From an optimization exercise on the open Yosys and OpenROAD flow, aimed at small area and a short achievable clock period; shortcuts taken in it are not production practice.
In this exercise RTL edits were held to simulation tests only and were not proved equivalent to the original.
Power figures rest on the tool's default switching activity, not on a simulated workload.

// aluCluster
module aluCluster (
    input  logic                            clk,
    input  logic                            rstN,
    input  logic                            awvalid,
    output logic                            awready,
    input  logic [aluBusPkg::ADDR_W-1:0]    awaddr,
    input  logic                            wvalid,
    output logic                            wready,
    input  logic [aluPkg::DATA_W-1:0]       wdata,
    output logic                            bvalid,
    input  logic                            bready,
    output logic [aluBusPkg::RESP_W-1:0]    bresp,
    input  logic                            arvalid,
    output logic                            arready,
    input  logic [aluBusPkg::ADDR_W-1:0]    araddr,
    output logic                            rvalid,
    input  logic                            rready,
    output logic [aluPkg::DATA_W-1:0]       rdata,
    output logic [aluBusPkg::RESP_W-1:0]    rresp
);
Size: roughly 1400 cells after synthesis, ~96 I/O pins.
==> module aluDispatch, before the edit <==
module aluDispatch (
    input  logic                            clk,
    input  logic                            rstN,
    input  logic                            awvalid,
    output logic                            awready,
    input  logic [aluBusPkg::ADDR_W-1:0]    awaddr,
    input  logic                            wvalid,
    output logic                            wready,
    input  logic [aluPkg::DATA_W-1:0]       wdata,
    output logic                            bvalid,
    input  logic                            bready,
    output logic [aluBusPkg::RESP_W-1:0]    bresp,
    input  logic                            full,
    output logic                            issue,       
    output logic [4:0]                      issueOp,     
    output logic [aluPkg::DATA_W-1:0]       issueA,
    output logic [aluPkg::DATA_W-1:0]       issueB
);
    logic isCmd;
    logic isA;
    logic isB;
    logic cmdLegal;
    logic accept;
    logic errResp;
    logic [5:0] op;
    assign op    = wdata[5:0];
    assign isCmd = (awaddr == aluBusPkg::REG_CMD);
    assign isA   = (awaddr == aluBusPkg::REG_OPA);
    assign isB   = (awaddr == aluBusPkg::REG_OPB);
    always_comb
    begin
        case (op)
            6'h00, 6'h02, 6'h03, 6'h04, 6'h06, 6'h07, 6'h0a, 6'h0b, 6'h1c, 6'h1d,
            6'h20, 6'h21, 6'h22, 6'h23, 6'h24, 6'h25, 6'h26, 6'h27, 6'h2a, 6'h2b:
                cmdLegal = 1'b1;
            default:
                cmdLegal = 1'b0;
        endcase
    end
    aluAccept accept_i (
        .awvalid    (awvalid),
        .wvalid     (wvalid),
        .awaddr     (awaddr),
        .bvalid     (bvalid),
        .bready     (bready),
        .full       (full),
        .accept     (accept)
    );
    assign awready = accept;
    assign wready  = accept;
    assign issue   = accept && isCmd && cmdLegal;
    assign errResp = !(isA || isB || (isCmd && cmdLegal));
    always_ff @(posedge clk or negedge rstN)
    begin
        if (!rstN)
            bvalid <= 1'b0;
        else if (accept)
            bvalid <= 1'b1;
        else if (bready)
            bvalid <= 1'b0;
    end
    assign bresp[0] = 1'b0;
    always_ff @(posedge clk)
    begin
        issueOp <= {op[5], op[3:0]};     
        if (accept)
        begin
            bresp[1] <= errResp;
            if (isA)
                issueA <= wdata;
            if (isB)
                issueB <= wdata;
        end
    end
endmodule
clock: 26.0 ns
lec_check: 0
cap_margin: 20
core_margin: 2
core_utilization: 40
cts_buf_list: sky130_fd_sc_hd__clkbuf_8
cts_cluster_diameter: 300
cts_cluster_size: 16
slew_margin: 20
synth_hierarchical: 1
standard.sh (not shown) runs the stock make flow with config.mk's settings and CLKGATE_MAP_FILE= SYNTH_SCRIPT=/design/flow/synth_recipe.tcl, a recipe that flattens the netlist after the stock synthesis.
==> flow/flow/run.sh <==
#!/bin/bash
# The standard layout, with plain buffers on the ports instead of the
# delay buffers buffer_ports picks on its own, repair aiming for slack well
# beyond the clock target, and no dummy clock loads. Tool output goes to
# make.log here and to orfs/logs.
set -euo pipefail
bash standard.sh \
  "BUFFER_PORTS_ARGS=-buffer_cell sky130_fd_sc_hd__buf_1" \
  SETUP_SLACK_MARGIN=15 \
  "CTS_ARGS=-sink_clustering_enable -repair_clock_nets -sink_clustering_size 16 -sink_clustering_max_diameter 300 -buf_list sky130_fd_sc_hd__clkbuf_8 -dont_use_dummy_load" \
  finish > make.log 2>&1
Rerun with:
--- a/flow/design.v
+++ b/flow/design.v
@@ -243,6 +243,16 @@
                 cmdLegal = 1'b0;
         endcase
     end
+    logic acceptOut;
+    aluAccept acceptOut_i (
+        .awvalid    (awvalid),
+        .wvalid     (wvalid),
+        .awaddr     (awaddr),
+        .bvalid     (bvalid),
+        .bready     (bready),
+        .full       (full),
+        .accept     (acceptOut)
+    );
     aluAccept accept_i (
         .awvalid    (awvalid),
         .wvalid     (wvalid),
@@ -252,8 +262,8 @@
         .full       (full),
         .accept     (accept)
     );
-    assign awready = accept;
-    assign wready  = accept;
+    assign awready = acceptOut;
+    assign wready  = acceptOut;
     assign issue   = accept && isCmd && cmdLegal;
     assign errResp = !(isA || isB || (isCmd && cmdLegal));
     always_ff @(posedge clk or negedge rstN)
Result: The new run passed the timing, design-rule and antenna checks; first-iteration DRC count increases by 16%; routed wire length decreases by 2.4%; clock power barely changes; final area is about the same; sequential power hardly moves; count of clock-buffer cells in the layout is unchanged; core utilization decreases by 0.72 points; clock skew increases by 0.024 ns; register-to-register slack improves by 0.53 ns; non-clock buffer count decreases by 9; area after synthesis is about the same; setup slack improves by 0.013 ns.

==> separate check: timing with driven ports <==
No port has a modelled driver above. Below, the same layouts with a new extraction and two added sets of constraints. Step 1: set_driving_cell puts a clkbuf_16 on clk and a buf_2 on each other input, an assumption about the parent block. Step 2 moves the port delays by t, midway between the first and last clock arrival at a register: inputs arrive t later, outputs are due t later. That takes back most of the time a late clock gives input paths. a / b / c = no drivers / after step 1 / after step 2; a / b = the first two.
| run | t (ns) | slack for setup (ns) | slew at the worst register clock pin (ns) |
|---|---|---|---|
| the first run | 0.617 | 14.828 / 14.786 / 14.786 | 0.10 / 0.10 |
| the second run | 0.608 | 14.841 / 14.789 / 14.789 | 0.11 / 0.11 |
After both steps setup and hold are still met in every run listed. The setup slack of the second run, which loses most, moves by -0.052 ns with the drivers and by -0.052 ns with both steps.
